Context: an optimization exercise on an open-source flow, tuned for small area, a short achievable clock period and few clock cycles per item. The choices shown serve that exercise and are no tape-out recipe.
Function was checked by simulation only, so behaviour that the tests miss may differ from the original.

[flow/config.mk]
export PLATFORM = sky130hd
export DESIGN_NAME = gyro_bias_calibrate_convert
export DESIGN_NICKNAME = gyro_bias_calibrate_convert
export VERILOG_FILES = /design/flow/design.v
export SDC_FILE = /design/flow/constraint.sdc
export NUM_CORES = 4
export LEC_CHECK = 0
export CAP_MARGIN = 20
export CORE_MARGIN = 2
export CORE_UTILIZATION = 40
export SLEW_MARGIN = 20
[flow/constraint.sdc]
create_clock -name core_clock -period 10.0 [get_ports {clk}]
set_input_delay 2.0000 -clock core_clock [delete_from_list [all_inputs] [get_ports {clk}]]
set_output_delay 2.0000 -clock core_clock [all_outputs]
set_load 0.01 [all_outputs]
[flow/design.v]
`default_nettype none
package gbcc_pkg;
	localparam int RAW_W      = 16;
	localparam int CFG_W      = 16;
	localparam int CFG_ADDR_W = 2;
	localparam int RATE_W     = 25;
	localparam int TEMP_W     = 17;
	localparam int STATUS_W   = 3;
	localparam int NUM_AXES   = 3;
	localparam int IN_DATA_W  = 64;
	localparam int IN_USER_W  = 2;
	localparam int OUT_DATA_W = 96;
	localparam int FRAC_BITS_DEF  = 8;
	localparam int COUNT_BITS_DEF = 16;
	localparam logic [CFG_W-1:0] CAL_SAMPLES_RST = 16'd100;
	localparam logic [CFG_W-1:0] DPS_RST         = 16'd4559;
	localparam logic [CFG_ADDR_W-1:0] REG_CAL_SAMPLES = 2'd0;
	localparam logic [CFG_ADDR_W-1:0] REG_DPS_PER_LSB = 2'd1;
	localparam int RATE_MAX = (1 << (RATE_W - 1)) - 1;
	localparam int RATE_MIN = -(1 << (RATE_W - 1));
	localparam int RATE_NEG_MAG = 1 << (RATE_W - 1);
	localparam int TEMP_MAX = (1 << (TEMP_W - 1)) - 1;
	localparam int TEMP_MIN = -(1 << (TEMP_W - 1));
	localparam int TEMP_OFFSET_RAW = 13200;
	localparam int TEMP_DIV        = 280;
	localparam int TEMP_DIV_W      = 9;
	localparam int TEMP_BASE_C     = 35;
	localparam int DPS_SHIFT       = 16;
	localparam logic [1:0] AX_LAST = 2'd2;
	typedef enum logic [STATUS_W-1:0] {
		STS_READING    = 3'd0,
		STS_READ_FAIL  = 3'd1,
		STS_CAL_SAMPLE = 3'd2,
		STS_CAL_OK     = 3'd3,
		STS_CAL_FAIL   = 3'd4,
		STS_CAL_START  = 3'd5
	} status_t;
	typedef enum logic [3:0] {
		ST_IDLE,
		ST_DIFF,
		ST_MUL,
		ST_SAT,
		ST_TLOAD,
		ST_TDIV,
		ST_TFIX,
		ST_BLOAD,
		ST_BDIV,
		ST_BFIX,
		ST_DONE
	} seq_state_t;
	typedef struct packed {
		logic take;
		logic temp_load;
		logic bias_load;
		logic div_step;
		logic emit;
	} seq_ctrl_t;
endpackage
`default_nettype wire
`default_nettype none
module gyro_bias_calibrate_convert #(
	parameter int FRAC_BITS  = gbcc_pkg::FRAC_BITS_DEF,
	parameter int COUNT_BITS = gbcc_pkg::COUNT_BITS_DEF
) (
	input  wire logic                  clk,
	input  wire logic                  arst_n,
	input  wire logic                  cfg_valid,
	output logic                       cfg_ready,
	input  wire logic [gbcc_pkg::CFG_ADDR_W-1:0] cfg_addr,
	input  wire logic [gbcc_pkg::CFG_W-1:0]      cfg_data,
	input  wire logic                  s_tvalid,
	output logic                       s_tready,
	input  wire logic [gbcc_pkg::IN_DATA_W-1:0]  s_tdata,
	input  wire logic [gbcc_pkg::IN_USER_W-1:0]  s_tuser,
	output logic                       m_tvalid,
	input  wire logic                  m_tready,
	output logic [gbcc_pkg::OUT_DATA_W-1:0]      m_tdata,
	output logic [gbcc_pkg::STATUS_W-1:0]        m_tuser
);
	localparam int SUM_W     = gbcc_pkg::RAW_W + COUNT_BITS + 1;
	localparam int DIV_W     = SUM_W + FRAC_BITS;
	localparam int DVS_W     = (COUNT_BITS > gbcc_pkg::TEMP_DIV_W) ? COUNT_BITS : gbcc_pkg::TEMP_DIV_W;
	localparam int CNT_W     = $clog2(DIV_W + 1);
	localparam int DIFF_W    = ((gbcc_pkg::RAW_W + FRAC_BITS > gbcc_pkg::RATE_W) ? gbcc_pkg::RAW_W + FRAC_BITS : gbcc_pkg::RATE_W) + 1;
	localparam int PROD_W    = DIFF_W + gbcc_pkg::CFG_W + 1;
	localparam int TQ_W      = gbcc_pkg::RAW_W + FRAC_BITS;
	localparam int TSUM_W    = TQ_W + 2;
	localparam int TN_W      = gbcc_pkg::RAW_W + 1;
	localparam int COUNT_MAX = (1 << COUNT_BITS) - 1;
	logic [gbcc_pkg::CFG_W-1:0] cal_samples_q;
	logic [gbcc_pkg::CFG_W-1:0] dps_q;
	logic                    cal_q;
	logic [COUNT_BITS-1:0]   left_q;
	logic [COUNT_BITS-1:0]   good_q;
	logic signed [SUM_W-1:0] sum_q [gbcc_pkg::NUM_AXES];
	logic signed [gbcc_pkg::RATE_W-1:0] bias_q [gbcc_pkg::NUM_AXES];
	gbcc_pkg::seq_state_t state_q, state_d;
	gbcc_pkg::seq_ctrl_t  ctrl;
	logic [1:0] ax_q;
	logic signed [gbcc_pkg::RAW_W-1:0]  raw_q [gbcc_pkg::NUM_AXES];
	logic signed [gbcc_pkg::RAW_W-1:0]  traw_q;
	logic signed [DIFF_W-1:0] diff_q;
	logic signed [PROD_W-1:0] prod_q;
	logic signed [gbcc_pkg::RATE_W-1:0] rate_q [gbcc_pkg::NUM_AXES];
	logic signed [gbcc_pkg::TEMP_W-1:0] temp_q;
	gbcc_pkg::status_t                  status_q;
	logic [DIV_W-1:0] quo_q;
	logic [DVS_W-1:0] rem_q;
	logic [DVS_W-1:0] dvs_q;
	logic [CNT_W-1:0] cnt_q;
	logic             neg_q;
	logic                  m_tvalid_q;
	logic [gbcc_pkg::OUT_DATA_W-1:0] m_tdata_q;
	logic [gbcc_pkg::STATUS_W-1:0]   m_tuser_q;
	logic                    in_req;
	logic                    in_ok;
	logic signed [gbcc_pkg::RAW_W-1:0] in_gyro [gbcc_pkg::NUM_AXES];
	logic signed [gbcc_pkg::RAW_W-1:0] in_temp;
	logic [COUNT_BITS-1:0]   start_cnt;
	logic [COUNT_BITS-1:0]   good_nxt;
	logic                    run_ends;
	always_comb begin
		in_req     = s_tuser[0];
		in_ok      = s_tuser[1];
		in_gyro[0] = s_tdata[15:0];
		in_gyro[1] = s_tdata[31:16];
		in_gyro[2] = s_tdata[47:32];
		in_temp    = s_tdata[63:48];
		start_cnt  = (cal_samples_q > gbcc_pkg::CFG_W'(COUNT_MAX)) ? COUNT_BITS'(COUNT_MAX)
		                                                 : cal_samples_q[COUNT_BITS-1:0];
		good_nxt   = good_q + COUNT_BITS'(in_ok);
		run_ends   = (left_q == COUNT_BITS'(1));
	end
	logic [DVS_W:0] div_rem_w;
	logic           div_ge;
	logic [DVS_W:0] div_rem_nxt;
	always_comb begin
		div_rem_w   = {rem_q, quo_q[DIV_W-1]};
		div_ge      = (div_rem_w >= {1'b0, dvs_q});
		div_rem_nxt = div_ge ? (div_rem_w - {1'b0, dvs_q}) : div_rem_w;
	end
	logic signed [TN_W-1:0]  tn;
	logic [gbcc_pkg::RAW_W-1:0]        tn_mag;
	logic signed [SUM_W-1:0] bsum;
	logic [SUM_W-1:0]        bsum_mag;
	always_comb begin
		tn       = TN_W'(traw_q) + TN_W'(gbcc_pkg::TEMP_OFFSET_RAW);
		tn_mag   = tn[TN_W-1] ? gbcc_pkg::RAW_W'(-tn) : gbcc_pkg::RAW_W'(tn);
		bsum     = sum_q[ax_q];
		bsum_mag = bsum[SUM_W-1] ? SUM_W'(-bsum) : SUM_W'(bsum);
	end
	logic signed [PROD_W-1:0] prod_shr;
	logic signed [gbcc_pkg::RATE_W-1:0] rate_sat;
	always_comb begin
		prod_shr = prod_q >>> gbcc_pkg::DPS_SHIFT;
		if (prod_shr > PROD_W'(gbcc_pkg::RATE_MAX)) begin
			rate_sat = gbcc_pkg::RATE_W'(gbcc_pkg::RATE_MAX);
		end else if (prod_shr < PROD_W'(gbcc_pkg::RATE_MIN)) begin
			rate_sat = gbcc_pkg::RATE_W'(gbcc_pkg::RATE_MIN);
		end else begin
			rate_sat = gbcc_pkg::RATE_W'(prod_shr);
		end
	end
	logic signed [gbcc_pkg::RATE_W-1:0] bias_sat;
	always_comb begin
		if (neg_q) begin
			if (quo_q > DIV_W'(gbcc_pkg::RATE_NEG_MAG)) begin
				bias_sat = gbcc_pkg::RATE_W'(gbcc_pkg::RATE_MIN);
			end else begin
				bias_sat = -$signed(quo_q[gbcc_pkg::RATE_W-1:0]);
			end
		end else begin
			if (quo_q > DIV_W'(gbcc_pkg::RATE_MAX)) begin
				bias_sat = gbcc_pkg::RATE_W'(gbcc_pkg::RATE_MAX);
			end else begin
				bias_sat = $signed(quo_q[gbcc_pkg::RATE_W-1:0]);
			end
		end
	end
	logic signed [TSUM_W-1:0] tq_floor;
	logic signed [TSUM_W-1:0] t_sum;
	logic signed [gbcc_pkg::TEMP_W-1:0] temp_sat;
	always_comb begin
		if (neg_q) begin
			tq_floor = -(TSUM_W'(quo_q[TQ_W-1:0]) + TSUM_W'(rem_q != '0));
		end else begin
			tq_floor = TSUM_W'(quo_q[TQ_W-1:0]);
		end
		t_sum = (TSUM_W'(gbcc_pkg::TEMP_BASE_C) <<< FRAC_BITS) + tq_floor;
		if (t_sum > TSUM_W'(gbcc_pkg::TEMP_MAX)) begin
			temp_sat = gbcc_pkg::TEMP_W'(gbcc_pkg::TEMP_MAX);
		end else if (t_sum < TSUM_W'(gbcc_pkg::TEMP_MIN)) begin
			temp_sat = gbcc_pkg::TEMP_W'(gbcc_pkg::TEMP_MIN);
		end else begin
			temp_sat = gbcc_pkg::TEMP_W'(t_sum);
		end
	end
	assign cfg_ready = 1'b1;
	always_ff @(posedge clk or negedge arst_n) begin
		if (!arst_n) begin
			cal_samples_q <= gbcc_pkg::CAL_SAMPLES_RST;
			dps_q         <= gbcc_pkg::DPS_RST;
		end else if (cfg_valid && cfg_ready) begin
			case (cfg_addr)
				gbcc_pkg::REG_CAL_SAMPLES: cal_samples_q <= cfg_data;
				gbcc_pkg::REG_DPS_PER_LSB: dps_q         <= cfg_data;
				default: begin
				end
			endcase
		end
	end
	always_comb begin
		state_d = state_q;
		case (state_q)
			gbcc_pkg::ST_IDLE: begin
				if (s_tvalid) begin
					if (in_req) begin
						state_d = gbcc_pkg::ST_DONE;
					end else if (cal_q) begin
						state_d = (run_ends && good_nxt != '0) ? gbcc_pkg::ST_BLOAD : gbcc_pkg::ST_DONE;
					end else if (!in_ok) begin
						state_d = gbcc_pkg::ST_DONE;
					end else begin
						state_d = gbcc_pkg::ST_DIFF;
					end
				end
			end
			gbcc_pkg::ST_DIFF:  state_d = gbcc_pkg::ST_MUL;
			gbcc_pkg::ST_MUL:   state_d = gbcc_pkg::ST_SAT;
			gbcc_pkg::ST_SAT:   state_d = (ax_q == gbcc_pkg::AX_LAST) ? gbcc_pkg::ST_TLOAD : gbcc_pkg::ST_DIFF;
			gbcc_pkg::ST_TLOAD: state_d = gbcc_pkg::ST_TDIV;
			gbcc_pkg::ST_TDIV:  state_d = (cnt_q == CNT_W'(1)) ? gbcc_pkg::ST_TFIX : gbcc_pkg::ST_TDIV;
			gbcc_pkg::ST_TFIX:  state_d = gbcc_pkg::ST_DONE;
			gbcc_pkg::ST_BLOAD: state_d = gbcc_pkg::ST_BDIV;
			gbcc_pkg::ST_BDIV:  state_d = (cnt_q == CNT_W'(1)) ? gbcc_pkg::ST_BFIX : gbcc_pkg::ST_BDIV;
			gbcc_pkg::ST_BFIX:  state_d = (ax_q == gbcc_pkg::AX_LAST) ? gbcc_pkg::ST_DONE : gbcc_pkg::ST_BLOAD;
			gbcc_pkg::ST_DONE:  state_d = (!m_tvalid_q || m_tready) ? gbcc_pkg::ST_IDLE : gbcc_pkg::ST_DONE;
			default:  state_d = gbcc_pkg::ST_IDLE;
		endcase
	end
	always_comb begin
		ctrl = '0;
		case (state_q)
			gbcc_pkg::ST_IDLE:  ctrl.take      = 1'b1;
			gbcc_pkg::ST_TLOAD: ctrl.temp_load = 1'b1;
			gbcc_pkg::ST_BLOAD: ctrl.bias_load = 1'b1;
			gbcc_pkg::ST_TDIV:  ctrl.div_step  = 1'b1;
			gbcc_pkg::ST_BDIV:  ctrl.div_step  = 1'b1;
			gbcc_pkg::ST_DONE:  ctrl.emit      = !m_tvalid_q || m_tready;
			default: begin
			end
		endcase
	end
	assign s_tready = ctrl.take;
	always_ff @(posedge clk or negedge arst_n) begin
		if (!arst_n) begin
			state_q <= gbcc_pkg::ST_IDLE;
		end else begin
			state_q <= state_d;
		end
	end
	always_ff @(posedge clk or negedge arst_n) begin
		if (!arst_n) begin
			cal_q      <= 1'b0;
			left_q     <= '0;
			good_q     <= '0;
			ax_q       <= '0;
			cnt_q      <= '0;
			m_tvalid_q <= 1'b0;
			for (int i = 0; i < gbcc_pkg::NUM_AXES; i++) begin
				sum_q[i]  <= '0;
				bias_q[i] <= '0;
			end
		end else begin
			if (ctrl.take && s_tvalid) begin
				ax_q <= '0;
				if (in_req) begin
					good_q <= '0;
					left_q <= start_cnt;
					cal_q  <= (start_cnt != '0);
					for (int i = 0; i < gbcc_pkg::NUM_AXES; i++) begin
						sum_q[i] <= '0;
					end
				end else if (cal_q) begin
					if (in_ok) begin
						for (int i = 0; i < gbcc_pkg::NUM_AXES; i++) begin
							sum_q[i] <= sum_q[i] + SUM_W'(in_gyro[i]);
						end
					end
					good_q <= good_nxt;
					left_q <= left_q - COUNT_BITS'(1);
					if (run_ends) begin
						cal_q <= 1'b0;
					end
				end
			end
			if (state_q == gbcc_pkg::ST_SAT) begin
				ax_q <= (ax_q == gbcc_pkg::AX_LAST) ? 2'd0 : ax_q + 2'd1;
			end
			if (state_q == gbcc_pkg::ST_BFIX) begin
				bias_q[ax_q] <= bias_sat;
				ax_q         <= (ax_q == gbcc_pkg::AX_LAST) ? 2'd0 : ax_q + 2'd1;
			end
			if (ctrl.temp_load || ctrl.bias_load) begin
				cnt_q <= CNT_W'(DIV_W);
			end else if (ctrl.div_step) begin
				cnt_q <= cnt_q - CNT_W'(1);
			end
			if (ctrl.emit) begin
				m_tvalid_q <= 1'b1;
			end else if (m_tready) begin
				m_tvalid_q <= 1'b0;
			end
		end
	end
	always_ff @(posedge clk) begin
		if (ctrl.take && s_tvalid) begin
			for (int i = 0; i < gbcc_pkg::NUM_AXES; i++) begin
				raw_q[i]  <= in_gyro[i];
				rate_q[i] <= '0;
			end
			traw_q <= in_temp;
			temp_q <= '0;
			if (in_req) begin
				status_q <= (start_cnt != '0) ? gbcc_pkg::STS_CAL_START : gbcc_pkg::STS_CAL_FAIL;
			end else if (cal_q) begin
				if (run_ends) begin
					status_q <= (good_nxt == '0) ? gbcc_pkg::STS_CAL_FAIL : gbcc_pkg::STS_CAL_OK;
				end else begin
					status_q <= gbcc_pkg::STS_CAL_SAMPLE;
				end
			end else if (!in_ok) begin
				status_q <= gbcc_pkg::STS_READ_FAIL;
			end else begin
				status_q <= gbcc_pkg::STS_READING;
			end
		end
		if (state_q == gbcc_pkg::ST_DIFF) begin
			diff_q <= (DIFF_W'(raw_q[ax_q]) <<< FRAC_BITS) - DIFF_W'(bias_q[ax_q]);
		end
		if (state_q == gbcc_pkg::ST_MUL) begin
			prod_q <= PROD_W'(diff_q) * PROD_W'($signed({1'b0, dps_q}));
		end
		if (state_q == gbcc_pkg::ST_SAT) begin
			rate_q[ax_q] <= rate_sat;
		end
		if (ctrl.temp_load) begin
			neg_q <= tn[TN_W-1];
			quo_q <= DIV_W'(tn_mag) << FRAC_BITS;
			rem_q <= '0;
			dvs_q <= DVS_W'(gbcc_pkg::TEMP_DIV);
		end else if (ctrl.bias_load) begin
			neg_q <= bsum[SUM_W-1];
			quo_q <= DIV_W'(bsum_mag) << FRAC_BITS;
			rem_q <= '0;
			dvs_q <= DVS_W'(good_q);
		end else if (ctrl.div_step) begin
			quo_q <= {quo_q[DIV_W-2:0], div_ge};
			rem_q <= div_rem_nxt[DVS_W-1:0];
		end
		if (state_q == gbcc_pkg::ST_TFIX) begin
			temp_q <= temp_sat;
		end
		if (ctrl.emit) begin
			m_tdata_q <= gbcc_pkg::OUT_DATA_W'({temp_q, rate_q[2], rate_q[1], rate_q[0]});
			m_tuser_q <= status_q;
		end
	end
	assign m_tvalid = m_tvalid_q;
	assign m_tdata  = m_tdata_q;
	assign m_tuser  = m_tuser_q;
endmodule
`default_nettype wire
[flow/run.sh]
#!/bin/bash
# synth_recipe.tcl (not shown) runs the flow's synth.tcl, then flattens the netlist and writes it again
# the make line also repeats each setting of config.mk as NAME=value (left out here)
make -C /OpenROAD-flow-scripts/flow DESIGN_CONFIG=/design/flow/config.mk WORK_HOME=/design/flow/orfs CLKGATE_MAP_FILE= SYNTH_SCRIPT=/design/flow/synth_recipe.tcl finish
==> flow_summary.toml <==
[run_status]
status = "timing/DRC/antenna clean"

[floorplan]
core_area_um2 = 124000
rows = 129
die-area_um2 = 127000
die_height_um = 357
start_util_pct = 40.3
dieWidth_um = 357
ios = 191

[synth]
yosysTopAreaCell = "edfxtp_1"
synth_edf_count = 324
synth_fa_ha_area_share_pct = 24.4
yosysSeqAreaShare_pct = 34.5
synth-simple-area-share_pct = 14.5
ys.flop_type = "edfxtp_1"
synth_top_family_by_area = "adder cells"
ys_warn_count = 5
synth_area_leaders = "edfxtp_1 20%, fa_1 16%, dfrtp_1 12%"
syn_avg_cell_area_um2 = 9.51
ys_types = 107
muxShareOfSynthArea_pct = 1.51
synth-xor-area-share_pct = 3.64
synth_top_cell_area_share_pct = 19.5
ys_seq_elements = 633
synth-async-reset-ratio_pct = 39.8
syn_inst = 5236
synth_area_um2 = 49800
synth-compound-area-share_pct = 14.9

[routing]
drt_wl_total_mm = 132
drtAntennaViolNets = 0
remaining_drc_errors = 0
num_vias = 37300
via_per_inst = 5.33
routedWlPerCell_um = 18.9
first_pass_iters = 6
drt_iter0_drc = 2560

[worst_setup_path]
crit_type = "reg -> reg"
crit_fanout = 27
critical-path-slowest-cell = "dfrtp_1"
cp-end-kind = "flip-flop"
rrSetupSlack_ps = 1550
cp.required_ps = 10380
timing.critical_path.mode_cell = "fa_1"
critical-path-max-stage-delay_ps = 1040
crit_chain = "nand2_1 -> fa_1 -> fa_1 -> fa_1 -> inv_1 -> fa_1 -> fa_1 -> inv_1 -> fa_1 -> inv_1 -> ha_1 -> a211o_1 -> o22ai_1 -> o21ai_1 -> and3_1 -> a221oi_1 -> o21ai_1 -> a22oi_1 -> a211oi_1 -> o21a_1 -> o21a_1 -> o41ai_1 -> xnor2_1"
critPathLaunchType = "flip-flop"
arrival_ps = 8830

[clock_tree]
tritoncts = "built"
htree_levels = 3
clock-sinks = 633
cts_hold_buffers = 0
cts_buffers = 75
ctsResizeCount = 0
clock_latency_ps = 650
clkSlewWorstSetupHoldPaths_ps = 60
cts_buffer_depth = 3
clock-root-buffer = "clkbuf_16"
postCtsSetupRepairBufs = 0

[final_layout]
area_growth_pct = 12.1
stdcell_area_um2 = 55800
final_util_pct = 45.2
diodes = 0
drive_above_1_share_pct = 5.58
layout.nets = 6125

[hold_path]
hold_class = "reg -> reg"

[sta]
worst_slew_pin_slew_ps = 1120
hold_violations = 0
finalSetupTns_ps = 0
rsz0062_at_grt = "no"
setup_viol = 0
period_share_pct = 84.5
fin_hold_ws_ps = 397
relSlewSlack_pct = 25.2
slew_viol_final = 0
period_needed_ps = 8450
fmax_mhz = 118
finClkSkew_ps = 34.3

[global_routing]
antenna_found_initial = 4
grt_pass1_wl_mm = 211
grt-ovfl-total = 0
grt_use_total_pct = 21.0
grt_start_max_net_pins = 89
grt_pass1_vias = 37500

[run]
maxCapViolCount = 0

[placement]
hpwl_mm = 99.3
gp_congestion = 0.881
dpl-instance-area_um2 = 53200
io_buffer_count = 185
-- placed cells by master (no fill, tap or decap), types with 12 or more instances in the layout --
| cell type | netlist | layout |
|---|---|---|
| a21boi_0 | 12 | 12 |
| nor2b_1 | 23 | 23 |
| nand3_1 | 73 | 73 |
| nand4_1 | 28 | 28 |
| a211oi_1 | 24 | 24 |
| xnor2_1 | 133 | 133 |
| inv_1 | 611 | 611 |
| mux2_2 | 39 | 39 |
| a21oi_1 | 275 | 274 |
| and3_1 | 41 | 41 |
| nor3_1 | 68 | 66 |
| or3_1 | 24 | 24 |
| or2_2 | 19 | 19 |
| nand2b_1 | 23 | 23 |
| dfxtp_1 | 57 | 57 |
| a22oi_1 | 63 | 63 |
| edfxtp_1 | 324 | 324 |
| clkdlybuf4s50_1 | 0 | 183 |
| a31oi_1 | 40 | 40 |
| a22o_1 | 36 | 36 |
| buf_4 | 5 | 43 |
| mux2i_1 | 31 | 31 |
| dfrtp_1 | 241 | 241 |
| fa_1 | 407 | 407 |
| o21bai_1 | 32 | 32 |
| a21oi_2 | 13 | 14 |
| clkbuf_16 | 0 | 78 |
| o31ai_1 | 41 | 41 |
| o21a_1 | 19 | 19 |
| xor2_1 | 72 | 72 |
| a21o_1 | 88 | 88 |
| nor2_1 | 329 | 327 |
| and2_1 | 165 | 165 |
| clkbuf_1 | 207 | 13 |
| ha_1 | 320 | 317 |
| nand2_1 | 696 | 695 |
| o21ai_0 | 394 | 393 |
| o22ai_1 | 26 | 26 |
| nor4_1 | 34 | 34 |
-- through the flow --
step	std cells	setup WS (ps)
3_3_place_gp	6868	1670
2_1_floorplan	5239	296
6_report	7009	1550
3_5_place_dp	6868	1540
4_1_cts	7008	1550
5_1_grt	7009	1120
-- cell usage after synthesis (11+ instances only) --
cell type,number
dfxtp_1,57
nor2_1,329
a31oi_1,40
o21bai_1,32
a211oi_1,24
buf_1,11
inv_1,611
o31ai_1,41
nor4_1,34
o21a_1,19
o211ai_1,11
and3_1,41
o21ai_0,394
ha_1,320
xnor2_1,133
nand2_1,696
nand3_1,73
dfrtp_1,241
a22oi_1,63
a21oi_2,13
nor2b_1,23
nand4_1,28
buf_2,11
clkbuf_1,207
or2_2,19
fa_1,407
o22ai_1,26
edfxtp_1,324
dfstp_2,11
nand2b_1,23
nor3_1,68
or3_1,24
mux2i_1,31
a22o_1,36
xor2_1,72
mux2_2,39
a21oi_1,275
a21boi_0,12
and2_1,165
a21o_1,88
-- critical path: cells and delay by family, from the launching register on --
family	cells	cell delay, ps
buffers and inverters	3	150
AOI/OAI and AO/OA	10	3110
DFF	1	1040
adders and majority gates	7	3400
xor gates and xnor gates	1	110
and+or+nand+nor	2	390
-- final timing paths --
path / start / end / cells past startpoint
worst max-delay path: dps_q[4] / prod_q[42] / 23
worst min-delay path: rate_q[2][16] / m_tdata[66] / 0
worst max register to register: dps_q[4] / prod_q[42] / 23
worst min register to register: rate_q[2][16] / m_tdata[66] / 0
max in group asynchronous: arst_n / dps_q[11] / 2
min in group asynchronous: arst_n / m_tvalid_q / 1
-- sequential cells by signal, summed over array words and instances, names as in the netlist, 17 cells and up --
signal and cells:
m_tdata 75, bias_q 75, temp_q 17, rate_q 75, m_tdata_q 17, quo_q 41, diff_q 26, raw_q 48
prod_q 27, sum_q 99
-- routing by layer --
metal | wire length [µm] | track usage, % | vias up | share of wire, %
met3 | 6340 | 2.64 | 180 | 4.8
met4 | 3620 | 5.89 | 2 | 2.7
met2 | 64500 | 36.0 | 887 | 49
met5 | 11 | 0 | - | 0.0083
li1 | - | - | 17800 | -
met1 | 57700 | 27.9 | 18400 | 44
-- kinds of logic after synthesis --
family	count (synthesis)
xor+xnor	206
flops	633
mux	70
simple gates	1567
other cells	2
buf+inv	851
compound gates	1180
fa+ha+maj	727
-- area by class of cell --
class,instances,area (µm²)
multi-input combinational,3755,29400
clock buffer,100,2120
fill,11900,67800
sequential,633,17200
clock inverter,40,514
timing repair buffer,229,2200
inverter,615,2310
tap,1637,2050
Testbench counts, summed over its fixed seeds: cycles 77,572, items 1,848.

## what the ideal ports hide
In the flow no input, the clock included, has a driving cell. The finished layout below was timed again as built, in two steps. Step 1 assumes that a clkbuf_16 drives the clock port and a buf_2 every other input. Step 2 also shifts input and output timing later by t, the mid clock arrival at the registers, as if the neighbouring blocks saw the same clock. a / b / c = ideal / step 1 / step 2; a / b = the first two.
shift t [ns]: 0.712
slack for setup (ns): 1.548 / 1.548 / 1.548
worst setup path at the end: register to register
latest minus earliest clock arrival (ns): 0.038 / 0.038
pins driven straight from the clock port: 1
After both steps setup and hold are still met in this run. For this run, drivers alone change the setup slack by 0.000 ns; drivers and shift together by 0.000 ns.
